This is an optimization exercise on Yosys and OpenROAD, whose aim is small area, not a production implementation.
Function was checked by simulation only, so behaviour that the tests miss may differ from the original.
Power figures rest on the tool's default switching activity, not on a simulated workload.

`flow/run.sh`:
```
#!/bin/bash
# synth_recipe.tcl (not shown) runs the flow's synth.tcl, then flattens the netlist and writes it again
# the make line also repeats each setting of config.mk as NAME=value (left out here)
make -C /OpenROAD-flow-scripts/flow DESIGN_CONFIG=/design/flow/config.mk WORK_HOME=/design/flow/orfs CLKGATE_MAP_FILE= SYNTH_SCRIPT=/design/flow/synth_recipe.tcl finish
```
`flow/config.mk`:
```
export PLATFORM = sky130hd
export DESIGN_NAME = map_top
export DESIGN_NICKNAME = map_top
export VERILOG_FILES = /design/flow/design.v
export SDC_FILE = /design/flow/constraint.sdc
export NUM_CORES = 4
export LEC_CHECK = 0
export CAP_MARGIN = 20
export CORE_AREA = 5 5 415 415
export DIE_AREA = 0 0 420 420
export SLEW_MARGIN = 20
```
`flow/constraint.sdc`:
```
create_clock -name core_clock -period 10.0 [get_ports {clk_50MHz}]
set_input_delay 2.0000 -clock core_clock [delete_from_list [all_inputs] [get_ports {clk_50MHz}]]
set_output_delay 2.0000 -clock core_clock [all_outputs]
set_load 0.01 [all_outputs]
```
`flow/design.v`:
```
`timescale 1ns/100ps
package map_pkg;
    localparam int BRICK_SIZE = 16;
    localparam int IRON_SIZE  = 32;
    localparam int STOP_GAP   = 2;
    localparam int STOP_REACH = 32;
    localparam logic [9:0] WALL_MIN_X = 10'd32;
    localparam logic [9:0] WALL_MAX_X = 10'd607;
    localparam logic [9:0] WALL_MIN_Y = 10'd32;
    localparam logic [9:0] WALL_MAX_Y = 10'd447;
    localparam int NUM_IRON         = 9;
    localparam int NUM_EAGLE_BRICKS = 20;
    localparam logic [9:0] GRID_START_X = 10'd32;
    localparam logic [9:0] GRID_START_Y = 10'd96;
    localparam logic [9:0] GRID_LIMIT_X = 10'd527;
    localparam logic [9:0] GRID_ROW_STEP = 10'd64;
    localparam logic [9:0] GRID_WRAP_ODD = 10'd368;
    localparam logic [9:0] GRID_WRAP_EVEN = 10'd288;
    localparam logic [9:0] IRON_Y = 10'd256;
endpackage
    function automatic logic [9:0] IRON_X(int idx);
        case (idx)
            0: IRON_X = 10'd128;
            1: IRON_X = 10'd160;
            2: IRON_X = 10'd192;
            3: IRON_X = 10'd288;
            4: IRON_X = 10'd320;
            5: IRON_X = 10'd352;
            6: IRON_X = 10'd448;
            7: IRON_X = 10'd480;
            default: IRON_X = 10'd512;
        endcase
    endfunction
    function automatic logic [9:0] EAGLE_X(int idx);
        case (idx)
            0, 1, 2:         EAGLE_X = 10'd288;
            3, 4, 5, 6:      EAGLE_X = 10'd304;
            7, 8, 9:         EAGLE_X = 10'd320;
            10, 11, 12:      EAGLE_X = 10'd336;
            13, 14, 15, 16:  EAGLE_X = 10'd352;
            default:         EAGLE_X = 10'd368;
        endcase
    endfunction
    function automatic logic [9:0] EAGLE_Y(int idx);
        case (idx)
            0, 3, 13, 17:        EAGLE_Y = 10'd432;
            1, 4, 14, 18:        EAGLE_Y = 10'd416;
            2, 5, 7, 10, 15, 19: EAGLE_Y = 10'd400;
            6, 8, 11, 16:        EAGLE_Y = 10'd384;
            default:             EAGLE_Y = 10'd368;
        endcase
    endfunction
    function automatic int grid_row_len(int start);
        grid_row_len = (int'(GRID_LIMIT_X) - BRICK_SIZE - start) / BRICK_SIZE + 2;
    endfunction
    function automatic logic [9:0] brick_coord(int idx, bit want_y);
        logic [9:0] px;
        logic [9:0] py;
        int rem;
        int start;
        int row;
        if (idx < NUM_EAGLE_BRICKS) begin
            px = EAGLE_X(idx);
            py = EAGLE_Y(idx);
        end else begin
            rem = idx - NUM_EAGLE_BRICKS;
            start = int'(GRID_START_X);
            row = 0;
            while (rem >= grid_row_len(start)) begin
                rem = rem - grid_row_len(start);
                row = row + 1;
                start = row[0] ? int'(GRID_WRAP_ODD) : int'(GRID_WRAP_EVEN);
            end
            px = 10'(start + rem * BRICK_SIZE);
            py = 10'(int'(GRID_START_Y) + row * int'(GRID_ROW_STEP));
        end
        brick_coord = want_y ? py : px;
    endfunction
    function automatic logic [9:0] block_edge(int idx, int num_brick, int side);
        logic [9:0] px;
        logic [9:0] py;
        logic [9:0] ext;
        if (idx < num_brick) begin
            px = brick_coord(idx, 1'b0);
            py = brick_coord(idx, 1'b1);
            ext = 10'(BRICK_SIZE - 1);
        end else begin
            px = IRON_X(idx - num_brick);
            py = IRON_Y;
            ext = 10'(IRON_SIZE - 1);
        end
        case (side)
            0:       block_edge = px;
            1:       block_edge = px + ext;
            2:       block_edge = py;
            default: block_edge = py + ext;
        endcase
    endfunction
`timescale 1ns/100ps
module brick_state #(
    parameter int num_brick = 100
) (
    input  logic                 clk_50MHz,
    input  logic                 reset,
    input  logic [num_brick-1:0] brick_kill,
    output logic [num_brick-1:0] brick_alive
);
    always_ff @(posedge clk_50MHz or negedge reset) begin
        if (!reset) begin
            brick_alive <= '1;
        end else begin
            brick_alive <= brick_alive & ~brick_kill;
        end
    end
endmodule
`timescale 1ns/100ps
import map_pkg::*;
module bullet_collide
#(
    parameter int num_brick   = 100,
    parameter int bullet_size = 4
) (
    input  logic                 clk_50MHz,
    input  logic                 reset,
    input  logic                 refresh_tick,
    input  logic [9:0]          bullet_x,
    input  logic [9:0]          bullet_y,
    input  logic [num_brick-1:0] brick_alive,
    output logic [num_brick-1:0] brick_kill,
    output logic                 hit
);
    function automatic logic [9:0] IRON_X(int idx);
        case (idx)
            0: IRON_X = 10'd128;
            1: IRON_X = 10'd160;
            2: IRON_X = 10'd192;
            3: IRON_X = 10'd288;
            4: IRON_X = 10'd320;
            5: IRON_X = 10'd352;
            6: IRON_X = 10'd448;
            7: IRON_X = 10'd480;
            default: IRON_X = 10'd512;
        endcase
    endfunction
    function automatic logic [9:0] EAGLE_X(int idx);
        case (idx)
            0, 1, 2:         EAGLE_X = 10'd288;
            3, 4, 5, 6:      EAGLE_X = 10'd304;
            7, 8, 9:         EAGLE_X = 10'd320;
            10, 11, 12:      EAGLE_X = 10'd336;
            13, 14, 15, 16:  EAGLE_X = 10'd352;
            default:         EAGLE_X = 10'd368;
        endcase
    endfunction
    function automatic logic [9:0] EAGLE_Y(int idx);
        case (idx)
            0, 3, 13, 17:        EAGLE_Y = 10'd432;
            1, 4, 14, 18:        EAGLE_Y = 10'd416;
            2, 5, 7, 10, 15, 19: EAGLE_Y = 10'd400;
            6, 8, 11, 16:        EAGLE_Y = 10'd384;
            default:             EAGLE_Y = 10'd368;
        endcase
    endfunction
    function automatic int grid_row_len(int start);
        grid_row_len = (int'(GRID_LIMIT_X) - BRICK_SIZE - start) / BRICK_SIZE + 2;
    endfunction
    function automatic logic [9:0] brick_coord(int idx, bit want_y);
        logic [9:0] px;
        logic [9:0] py;
        int rem;
        int start;
        int row;
        if (idx < NUM_EAGLE_BRICKS) begin
            px = EAGLE_X(idx);
            py = EAGLE_Y(idx);
        end else begin
            rem = idx - NUM_EAGLE_BRICKS;
            start = int'(GRID_START_X);
            row = 0;
            while (rem >= grid_row_len(start)) begin
                rem = rem - grid_row_len(start);
                row = row + 1;
                start = row[0] ? int'(GRID_WRAP_ODD) : int'(GRID_WRAP_EVEN);
            end
            px = 10'(start + rem * BRICK_SIZE);
            py = 10'(int'(GRID_START_Y) + row * int'(GRID_ROW_STEP));
        end
        brick_coord = want_y ? py : px;
    endfunction
    function automatic logic [9:0] block_edge(int idx, int num_brick, int side);
        logic [9:0] px;
        logic [9:0] py;
        logic [9:0] ext;
        if (idx < num_brick) begin
            px = brick_coord(idx, 1'b0);
            py = brick_coord(idx, 1'b1);
            ext = 10'(BRICK_SIZE - 1);
        end else begin
            px = IRON_X(idx - num_brick);
            py = IRON_Y;
            ext = 10'(IRON_SIZE - 1);
        end
        case (side)
            0:       block_edge = px;
            1:       block_edge = px + ext;
            2:       block_edge = py;
            default: block_edge = py + ext;
        endcase
    endfunction
    localparam int NUM_BLOCK = num_brick + NUM_IRON;
    localparam logic [9:0] BULLET_EXT = 10'(bullet_size - 1);
    logic [9:0] bullet_r;
    logic [9:0] bullet_b;
    logic [NUM_BLOCK-1:0] live;
    logic [NUM_BLOCK-1:0] overlap;
    assign bullet_r = bullet_x + BULLET_EXT;
    assign bullet_b = bullet_y + BULLET_EXT;
    assign live = {{NUM_IRON{1'b1}}, brick_alive};
    for (genvar k = 0; k < NUM_BLOCK; k++) begin : g_block
        localparam logic [9:0] BLK_L = block_edge(k, num_brick, 0);
        localparam logic [9:0] BLK_R = block_edge(k, num_brick, 1);
        localparam logic [9:0] BLK_T = block_edge(k, num_brick, 2);
        localparam logic [9:0] BLK_B = block_edge(k, num_brick, 3);
        assign overlap[k] = live[k]
                         && (bullet_y < BLK_B) && (bullet_b > BLK_T)
                         && (bullet_x < BLK_R) && (bullet_r > BLK_L);
    end
    assign brick_kill = refresh_tick ? overlap[num_brick-1:0] : '0;
    always_ff @(posedge clk_50MHz or negedge reset) begin
        if (!reset) begin
            hit <= 1'b0;
        end else begin
            hit <= refresh_tick && (|overlap);
        end
    end
endmodule
`timescale 1ns/100ps
import map_pkg::*;
module block_stop
#(
    parameter int num_brick = 100
) (
    input  logic [9:0]          tank_l,
    input  logic [9:0]          tank_r,
    input  logic [9:0]          tank_t,
    input  logic [9:0]          tank_b,
    input  logic [num_brick-1:0]            brick_alive,
    output logic [num_brick+NUM_IRON-1:0]   stop_up,
    output logic [num_brick+NUM_IRON-1:0]   stop_down,
    output logic [num_brick+NUM_IRON-1:0]   stop_left,
    output logic [num_brick+NUM_IRON-1:0]   stop_right
);
    function automatic logic [9:0] IRON_X(int idx);
        case (idx)
            0: IRON_X = 10'd128;
            1: IRON_X = 10'd160;
            2: IRON_X = 10'd192;
            3: IRON_X = 10'd288;
            4: IRON_X = 10'd320;
            5: IRON_X = 10'd352;
            6: IRON_X = 10'd448;
            7: IRON_X = 10'd480;
            default: IRON_X = 10'd512;
        endcase
    endfunction
    function automatic logic [9:0] EAGLE_X(int idx);
        case (idx)
            0, 1, 2:         EAGLE_X = 10'd288;
            3, 4, 5, 6:      EAGLE_X = 10'd304;
            7, 8, 9:         EAGLE_X = 10'd320;
            10, 11, 12:      EAGLE_X = 10'd336;
            13, 14, 15, 16:  EAGLE_X = 10'd352;
            default:         EAGLE_X = 10'd368;
        endcase
    endfunction
    function automatic logic [9:0] EAGLE_Y(int idx);
        case (idx)
            0, 3, 13, 17:        EAGLE_Y = 10'd432;
            1, 4, 14, 18:        EAGLE_Y = 10'd416;
            2, 5, 7, 10, 15, 19: EAGLE_Y = 10'd400;
            6, 8, 11, 16:        EAGLE_Y = 10'd384;
            default:             EAGLE_Y = 10'd368;
        endcase
    endfunction
    function automatic int grid_row_len(int start);
        grid_row_len = (int'(GRID_LIMIT_X) - BRICK_SIZE - start) / BRICK_SIZE + 2;
    endfunction
    function automatic logic [9:0] brick_coord(int idx, bit want_y);
        logic [9:0] px;
        logic [9:0] py;
        int rem;
        int start;
        int row;
        if (idx < NUM_EAGLE_BRICKS) begin
            px = EAGLE_X(idx);
            py = EAGLE_Y(idx);
        end else begin
            rem = idx - NUM_EAGLE_BRICKS;
            start = int'(GRID_START_X);
            row = 0;
            while (rem >= grid_row_len(start)) begin
                rem = rem - grid_row_len(start);
                row = row + 1;
                start = row[0] ? int'(GRID_WRAP_ODD) : int'(GRID_WRAP_EVEN);
            end
            px = 10'(start + rem * BRICK_SIZE);
            py = 10'(int'(GRID_START_Y) + row * int'(GRID_ROW_STEP));
        end
        brick_coord = want_y ? py : px;
    endfunction
    function automatic logic [9:0] block_edge(int idx, int num_brick, int side);
        logic [9:0] px;
        logic [9:0] py;
        logic [9:0] ext;
        if (idx < num_brick) begin
            px = brick_coord(idx, 1'b0);
            py = brick_coord(idx, 1'b1);
            ext = 10'(BRICK_SIZE - 1);
        end else begin
            px = IRON_X(idx - num_brick);
            py = IRON_Y;
            ext = 10'(IRON_SIZE - 1);
        end
        case (side)
            0:       block_edge = px;
            1:       block_edge = px + ext;
            2:       block_edge = py;
            default: block_edge = py + ext;
        endcase
    endfunction
    localparam int NUM_BLOCK = num_brick + NUM_IRON;
    logic [NUM_BLOCK-1:0] live;
    assign live = {{NUM_IRON{1'b1}}, brick_alive};
    for (genvar k = 0; k < NUM_BLOCK; k++) begin : g_block
        localparam logic [9:0] BLK_L = block_edge(k, num_brick, 0);
        localparam logic [9:0] BLK_R = block_edge(k, num_brick, 1);
        localparam logic [9:0] BLK_T = block_edge(k, num_brick, 2);
        localparam logic [9:0] BLK_B = block_edge(k, num_brick, 3);
        localparam logic [9:0] EDGE_UP    = BLK_B + 10'(STOP_GAP);
        localparam logic [9:0] EDGE_DOWN  = BLK_T - 10'(STOP_GAP);
        localparam logic [9:0] EDGE_LEFT  = BLK_R + 10'(STOP_GAP);
        localparam logic [9:0] EDGE_RIGHT = BLK_L - 10'(STOP_GAP);
        localparam logic [9:0] REACH_L = BLK_L - 10'(STOP_REACH);
        localparam logic [9:0] REACH_R = BLK_R + 10'(STOP_REACH);
        localparam logic [9:0] REACH_T = BLK_T - 10'(STOP_REACH);
        localparam logic [9:0] REACH_B = BLK_B + 10'(STOP_REACH);
        logic in_x;
        logic in_y;
        assign in_x = (tank_r <= REACH_R) && (tank_l >= REACH_L);
        assign in_y = (tank_b <= REACH_B) && (tank_t >= REACH_T);
        assign stop_up[k]    = live[k] && (tank_t == EDGE_UP) && in_x;
        assign stop_down[k]  = live[k] && (tank_b == EDGE_DOWN) && in_x;
        assign stop_left[k]  = live[k] && (tank_l == EDGE_LEFT) && in_y;
        assign stop_right[k] = live[k] && (tank_r == EDGE_RIGHT) && in_y;
    end
endmodule
`timescale 1ns/100ps
import map_pkg::*;
module pixel_map
#(
    parameter int num_brick = 100
) (
    input  logic [9:0] x,
    input  logic [9:0] y,
    input  logic [num_brick-1:0]   brick_alive,
    output logic [num_brick-1:0]   brick_on,
    output logic [NUM_IRON-1:0]    iron_on,
    output logic                   wall_on
);
    function automatic logic [9:0] IRON_X(int idx);
        case (idx)
            0: IRON_X = 10'd128;
            1: IRON_X = 10'd160;
            2: IRON_X = 10'd192;
            3: IRON_X = 10'd288;
            4: IRON_X = 10'd320;
            5: IRON_X = 10'd352;
            6: IRON_X = 10'd448;
            7: IRON_X = 10'd480;
            default: IRON_X = 10'd512;
        endcase
    endfunction
    function automatic logic [9:0] EAGLE_X(int idx);
        case (idx)
            0, 1, 2:         EAGLE_X = 10'd288;
            3, 4, 5, 6:      EAGLE_X = 10'd304;
            7, 8, 9:         EAGLE_X = 10'd320;
            10, 11, 12:      EAGLE_X = 10'd336;
            13, 14, 15, 16:  EAGLE_X = 10'd352;
            default:         EAGLE_X = 10'd368;
        endcase
    endfunction
    function automatic logic [9:0] EAGLE_Y(int idx);
        case (idx)
            0, 3, 13, 17:        EAGLE_Y = 10'd432;
            1, 4, 14, 18:        EAGLE_Y = 10'd416;
            2, 5, 7, 10, 15, 19: EAGLE_Y = 10'd400;
            6, 8, 11, 16:        EAGLE_Y = 10'd384;
            default:             EAGLE_Y = 10'd368;
        endcase
    endfunction
    function automatic int grid_row_len(int start);
        grid_row_len = (int'(GRID_LIMIT_X) - BRICK_SIZE - start) / BRICK_SIZE + 2;
    endfunction
    function automatic logic [9:0] brick_coord(int idx, bit want_y);
        logic [9:0] px;
        logic [9:0] py;
        int rem;
        int start;
        int row;
        if (idx < NUM_EAGLE_BRICKS) begin
            px = EAGLE_X(idx);
            py = EAGLE_Y(idx);
        end else begin
            rem = idx - NUM_EAGLE_BRICKS;
            start = int'(GRID_START_X);
            row = 0;
            while (rem >= grid_row_len(start)) begin
                rem = rem - grid_row_len(start);
                row = row + 1;
                start = row[0] ? int'(GRID_WRAP_ODD) : int'(GRID_WRAP_EVEN);
            end
            px = 10'(start + rem * BRICK_SIZE);
            py = 10'(int'(GRID_START_Y) + row * int'(GRID_ROW_STEP));
        end
        brick_coord = want_y ? py : px;
    endfunction
    function automatic logic [9:0] block_edge(int idx, int num_brick, int side);
        logic [9:0] px;
        logic [9:0] py;
        logic [9:0] ext;
        if (idx < num_brick) begin
            px = brick_coord(idx, 1'b0);
            py = brick_coord(idx, 1'b1);
            ext = 10'(BRICK_SIZE - 1);
        end else begin
            px = IRON_X(idx - num_brick);
            py = IRON_Y;
            ext = 10'(IRON_SIZE - 1);
        end
        case (side)
            0:       block_edge = px;
            1:       block_edge = px + ext;
            2:       block_edge = py;
            default: block_edge = py + ext;
        endcase
    endfunction
    localparam int NUM_BLOCK = num_brick + NUM_IRON;
    logic [NUM_BLOCK-1:0] live;
    logic [NUM_BLOCK-1:0] block_on;
    assign live = {{NUM_IRON{1'b1}}, brick_alive};
    for (genvar k = 0; k < NUM_BLOCK; k++) begin : g_block
        localparam logic [9:0] BLK_L = block_edge(k, num_brick, 0);
        localparam logic [9:0] BLK_R = block_edge(k, num_brick, 1);
        localparam logic [9:0] BLK_T = block_edge(k, num_brick, 2);
        localparam logic [9:0] BLK_B = block_edge(k, num_brick, 3);
        assign block_on[k] = live[k]
                          && (x >= BLK_L) && (x <= BLK_R)
                          && (y >= BLK_T) && (y <= BLK_B);
    end
    assign brick_on = block_on[num_brick-1:0];
    assign iron_on  = block_on[NUM_BLOCK-1:num_brick];
    assign wall_on = !((x >= WALL_MIN_X) && (x <= WALL_MAX_X)
                    && (y >= WALL_MIN_Y) && (y <= WALL_MAX_Y));
endmodule
`timescale 1ns/100ps
import map_pkg::*;
module map_top
#(
    parameter int num_brick          = 100,
    parameter int player_bullet_size = 4
) (
    input  logic                          clk_50MHz,
    input  logic                          reset,
    input  logic [9:0]        x,
    input  logic [9:0]        y,
    input  logic                          refresh_tick,
    input  logic [9:0]        tank_l,
    input  logic [9:0]        tank_r,
    input  logic [9:0]        tank_t,
    input  logic [9:0]        tank_b,
    input  logic [9:0]        enemy_l,
    input  logic [9:0]        enemy_r,
    input  logic [9:0]        enemy_t,
    input  logic [9:0]        enemy_b,
    input  logic [9:0]        bullet_x,
    input  logic [9:0]        bullet_y,
    input  logic [9:0]        enemy_bullet_x,
    input  logic [9:0]        enemy_bullet_y,
    output logic                          hit,
    output logic                          enemy_hit,
    output logic [num_brick+NUM_IRON-1:0] stop_up,
    output logic [num_brick+NUM_IRON-1:0] stop_down,
    output logic [num_brick+NUM_IRON-1:0] stop_left,
    output logic [num_brick+NUM_IRON-1:0] stop_right,
    output logic [num_brick+NUM_IRON-1:0] enemy_stop_up,
    output logic [num_brick+NUM_IRON-1:0] enemy_stop_down,
    output logic [num_brick+NUM_IRON-1:0] enemy_stop_left,
    output logic [num_brick+NUM_IRON-1:0] enemy_stop_right,
    output logic [num_brick-1:0]          brick_on,
    output logic [NUM_IRON-1:0]           iron_on,
    output logic                          wall_on
);
    localparam int ENEMY_BULLET_SIZE = 4;
    logic [num_brick-1:0] brick_alive;
    logic [num_brick-1:0] player_kill;
    logic [num_brick-1:0] enemy_kill;
    logic [num_brick-1:0] brick_kill;
    assign brick_kill = player_kill | enemy_kill;
    brick_state #(
        .num_brick(num_brick)
    ) u_brick_state (
        .clk_50MHz  (clk_50MHz),
        .reset      (reset),
        .brick_kill (brick_kill),
        .brick_alive(brick_alive)
    );
    bullet_collide #(
        .num_brick  (num_brick),
        .bullet_size(player_bullet_size)
    ) u_player_bullet (
        .clk_50MHz   (clk_50MHz),
        .reset       (reset),
        .refresh_tick(refresh_tick),
        .bullet_x    (bullet_x),
        .bullet_y    (bullet_y),
        .brick_alive (brick_alive),
        .brick_kill  (player_kill),
        .hit         (hit)
    );
    bullet_collide #(
        .num_brick  (num_brick),
        .bullet_size(ENEMY_BULLET_SIZE)
    ) u_enemy_bullet (
        .clk_50MHz   (clk_50MHz),
        .reset       (reset),
        .refresh_tick(refresh_tick),
        .bullet_x    (enemy_bullet_x),
        .bullet_y    (enemy_bullet_y),
        .brick_alive (brick_alive),
        .brick_kill  (enemy_kill),
        .hit         (enemy_hit)
    );
    block_stop #(
        .num_brick(num_brick)
    ) u_player_stop (
        .tank_l     (tank_l),
        .tank_r     (tank_r),
        .tank_t     (tank_t),
        .tank_b     (tank_b),
        .brick_alive(brick_alive),
        .stop_up    (stop_up),
        .stop_down  (stop_down),
        .stop_left  (stop_left),
        .stop_right (stop_right)
    );
    block_stop #(
        .num_brick(num_brick)
    ) u_enemy_stop (
        .tank_l     (enemy_l),
        .tank_r     (enemy_r),
        .tank_t     (enemy_t),
        .tank_b     (enemy_b),
        .brick_alive(brick_alive),
        .stop_up    (enemy_stop_up),
        .stop_down  (enemy_stop_down),
        .stop_left  (enemy_stop_left),
        .stop_right (enemy_stop_right)
    );
    pixel_map #(
        .num_brick(num_brick)
    ) u_pixel_map (
        .x          (x),
        .y          (y),
        .brick_alive(brick_alive),
        .brick_on   (brick_on),
        .iron_on    (iron_on),
        .wall_on    (wall_on)
    );
endmodule
```
==> flow_summary.json <==
{
  "status": "finished clean",
  "core.rowCount": 150,
  "crit_chain": "clkdlybuf4s50_1 > nand2b_1 > nor2_1 > a21oi_1 > a211oi_1 > nand2_1 > nor2_1 > clkdlybuf4s50_1",
  "tightest_slew_ns": 1.32,
  "fin_crit_sh": 0.821,
  "ys_ff_latch": 102,
  "yosys.area.top_type": "and3_1",
  "clock_latency_ns": 0.37,
  "synthArstFlopShare": 1.00,
  "syn_nets": 3618,
  "postRouteAntennaNets": 0,
  "start_util": 0.125,
  "synth.cell_area_um2": 21000,
  "grt_pass1_wl_um": 382000,
  "grt_pass1_vias": 35100,
  "power.density_nw_per_um2": 71.4,
  "ys_types": 109,
  "drtIter0Drc": 6878,
  "area_delta_synth_final_pct": 70.6,
  "post-cts-setup-buffers": 0,
  "antenna_found_initial": 101,
  "cts_htree_levels": 3,
  "cp.required_ns": 8.00,
  "fp.dieW_um": 420,
  "vdd_drop_max_uv": 118,
  "cts_buffers": 9,
  "top_layer_used": "met5",
  "yosys_warnings": 2,
  "maxSlewHeadroom": 0.115,
  "fin_setup_tns_ns": 0,
  "holdCritPathClass": "flip-flop to flip-flop",
  "layout_min_cycle_time_ns": 8.21,
  "synth.area.top_cells": "and3_1, dfstp_2, nor2_1, nand2_1, clkbuf_1",
  "io_pins": 1127,
  "drt-pass1-iter-count": 9,
  "via_per_inst": 5.87,
  "cts_root_buffer": "clkbuf_16",
  "ctsHoldBuffers": 0,
  "wl_met1_um": 117000,
  "endpoint_kind": "primary output",
  "grt_usage": 0.328,
  "synth_ff_type": "dfstp_2",
  "gr-total-overflow": 0,
  "cts_tree": "done",
  "routed_wirelength_um": 311000,
  "netlist_instances": 3463,
  "drv_slew": 0,
  "leakage_nw": 12.7,
  "wl_met3_um": 39200,
  "setup_ws_ns": 1.79,
  "critPathArrivalTime_ns": 6.21,
  "hold_viol": 0,
  "dpl_worst_slack_ns": 2.11,
  "drc": 0,
  "cts.sinks": 102,
  "via_count": 40200,
  "grt_start_max_net_pins": 77,
  "final_common_cell": "clkdlybuf4s50_1",
  "numPortBuffers": 1118,
  "slowest_stage": "clkdlybuf4s50_1",
  "path_class": "input port to primary output",
  "critPathMaxStageDelay_ns": 0.92,
  "dieArea_um2": 176000,
  "drv_cap": 0,
  "start_kind": "input port",
  "post_cts_resized": 0,
  "clock_path_buffers": 2,
  "fin_worst_skew_ns": 0.0233,
  "drive_above_1_share": 0.0833,
  "ff2ff_setup_slack_ns": 6.40,
  "final_nets": 4592,
  "synth.yosys.seq_area_share": 0.128,
  "clk_pin_slew_ns": 0.07,
  "finalSetupViolations": 0,
  "place_hpwl_um": 241000,
  "grt_setup_unrepaired": "false",
  "fmax_ghz": 0.122,
  "core-area_um2": 167000,
  "chipHeight_um": 420,
  "final_cell_mix": "clkdlybuf4s50_1, nor2_1, and3_1, nand2_1, a21oi_1",
  "cp_max_fo": 17,
  "wl_met2_um": 133000,
  "syn_avg_cell_area_um2": 6.06,
  "routedWlPerCell_um": 45.3,
  "routabilityCongestion": 1.07,
  "synth_top_area_frac": 0.157,
  "synth_edf_count": 0
}
cells in the mapped netlist, types with 63 or more instances:
master    number
o21ai_0       87
clkbuf_1     220
a21oi_1      153
nand3_1       73
o22ai_1       99
nor2_1       672
nor4_1        63
inv_1         82
nor3_1       116
and3_1       525
nand2_1      397
dfstp_2      100
cells by family (layout without fill, tap and decap cells):
family / count (synthesis) / after routing / synth area share
buffers and inverters: 384 / 1363 / 0.0749
adders and majority gates: 12 / 12 / 0.00715
AOI/OAI and AO/OA: 755 / 755 / 0.253
other: 0 / 210 / 0
muxes: 4 / 4 / 0.00221
and+or+nand+nor: 2186 / 2186 / 0.527
xor gates and xnor gates: 20 / 20 / 0.00835
DFF: 102 / 102 / 0.128
critical path, delay by kind of cell:
kind            cells  cell delay (ns)
compound gates      2             0.73
simple gates        4             1.80
buf+inv             2             1.65
where the power goes:
group | switching, W | total, W | internal [W]
clock | 0.000177 | 0.000355 | 0.000178
sequential | 0.000468 | 0.000977 | 0.000510
combinational | 0.000973 | 0.00122 | 0.000250
sequential cells by signal (all words and copies together) (netlist names):
signal and flops:
u_enemy_bullet.hit 1, u_brick_state.brick_alive 100, u_player_bullet.hit 1
layer usage:
metal,vias up,global-route usage
met3,1038,0.142
met5,-,0.0144
met4,27,0.201
met1,19900,0.387
li1,14900,-
met2,4408,0.486
stage by stage:
stage          power (W)  utilization  std cells  cell area (um2)  hold slack (ns)
6_report         0.00256        0.214       6856            35800            0.485
3_5_place_dp     0.00209        0.209       6630            35000            0.477
2_1_floorplan   0.000986            -       3463            21000            0.472
5_1_grt          0.00251        0.212       6695            35400            0.505
3_3_place_gp     0.00209        0.209       6630            35000            0.474
4_1_cts          0.00243        0.211       6646            35300            0.488
layout make-up:
type                       instances  area (um2)
antenna                          210         526
clock buffer                      12         246
multi-input combinational       2977       17000
sequential                       102        2680
fill                           19100      131000
timing repair buffer            1263       12300
inverter                          84         315
tap                             2204        2760
clock inverter                     4        31.3
worst paths after layout:
check,depth (start not counted),to,from
worst min register to register,1,u_brick_state.brick_alive[67],u_brick_state.brick_alive[67]
min in group asynchronous,1,u_enemy_bullet.hit,reset
worst max register to register,7,u_enemy_bullet.hit,u_brick_state.brick_alive[21]
worst max-delay path,8,stop_down[55],tank_l[9]
worst min-delay path,1,u_brick_state.brick_alive[67],u_brick_state.brick_alive[67]
max in group asynchronous,2,u_brick_state.brick_alive[49],reset

==> separate check: timing with driven ports <==
Ports are ideal in the flow. The routed layout listed here was re-timed in OpenROAD.
Step 1: set_driving_cell puts a clkbuf_16 on clk_50MHz and a buf_2 on each other input, an assumption about the parent block.
Step 2, shift: input delay + t, output delay - t, t = (earliest + latest rising clock arrival at the registers) / 2. This alone moves slack from input paths to output paths.
Three values: ideal, step 1, step 2; two values: the first two.
t, ns: 0.409
slack for setup (ns): 1.791 / 1.752 / 1.752
latest minus earliest clock arrival (ns): 0.024 / 0.023
worst register clock-pin slew, ns: 0.09 / 0.09
cell pins on the clock port's net: 1
After both steps this run still meets setup and hold. The setup slack of this run moves by -0.039 ns with the drivers and by -0.039 ns with both steps.
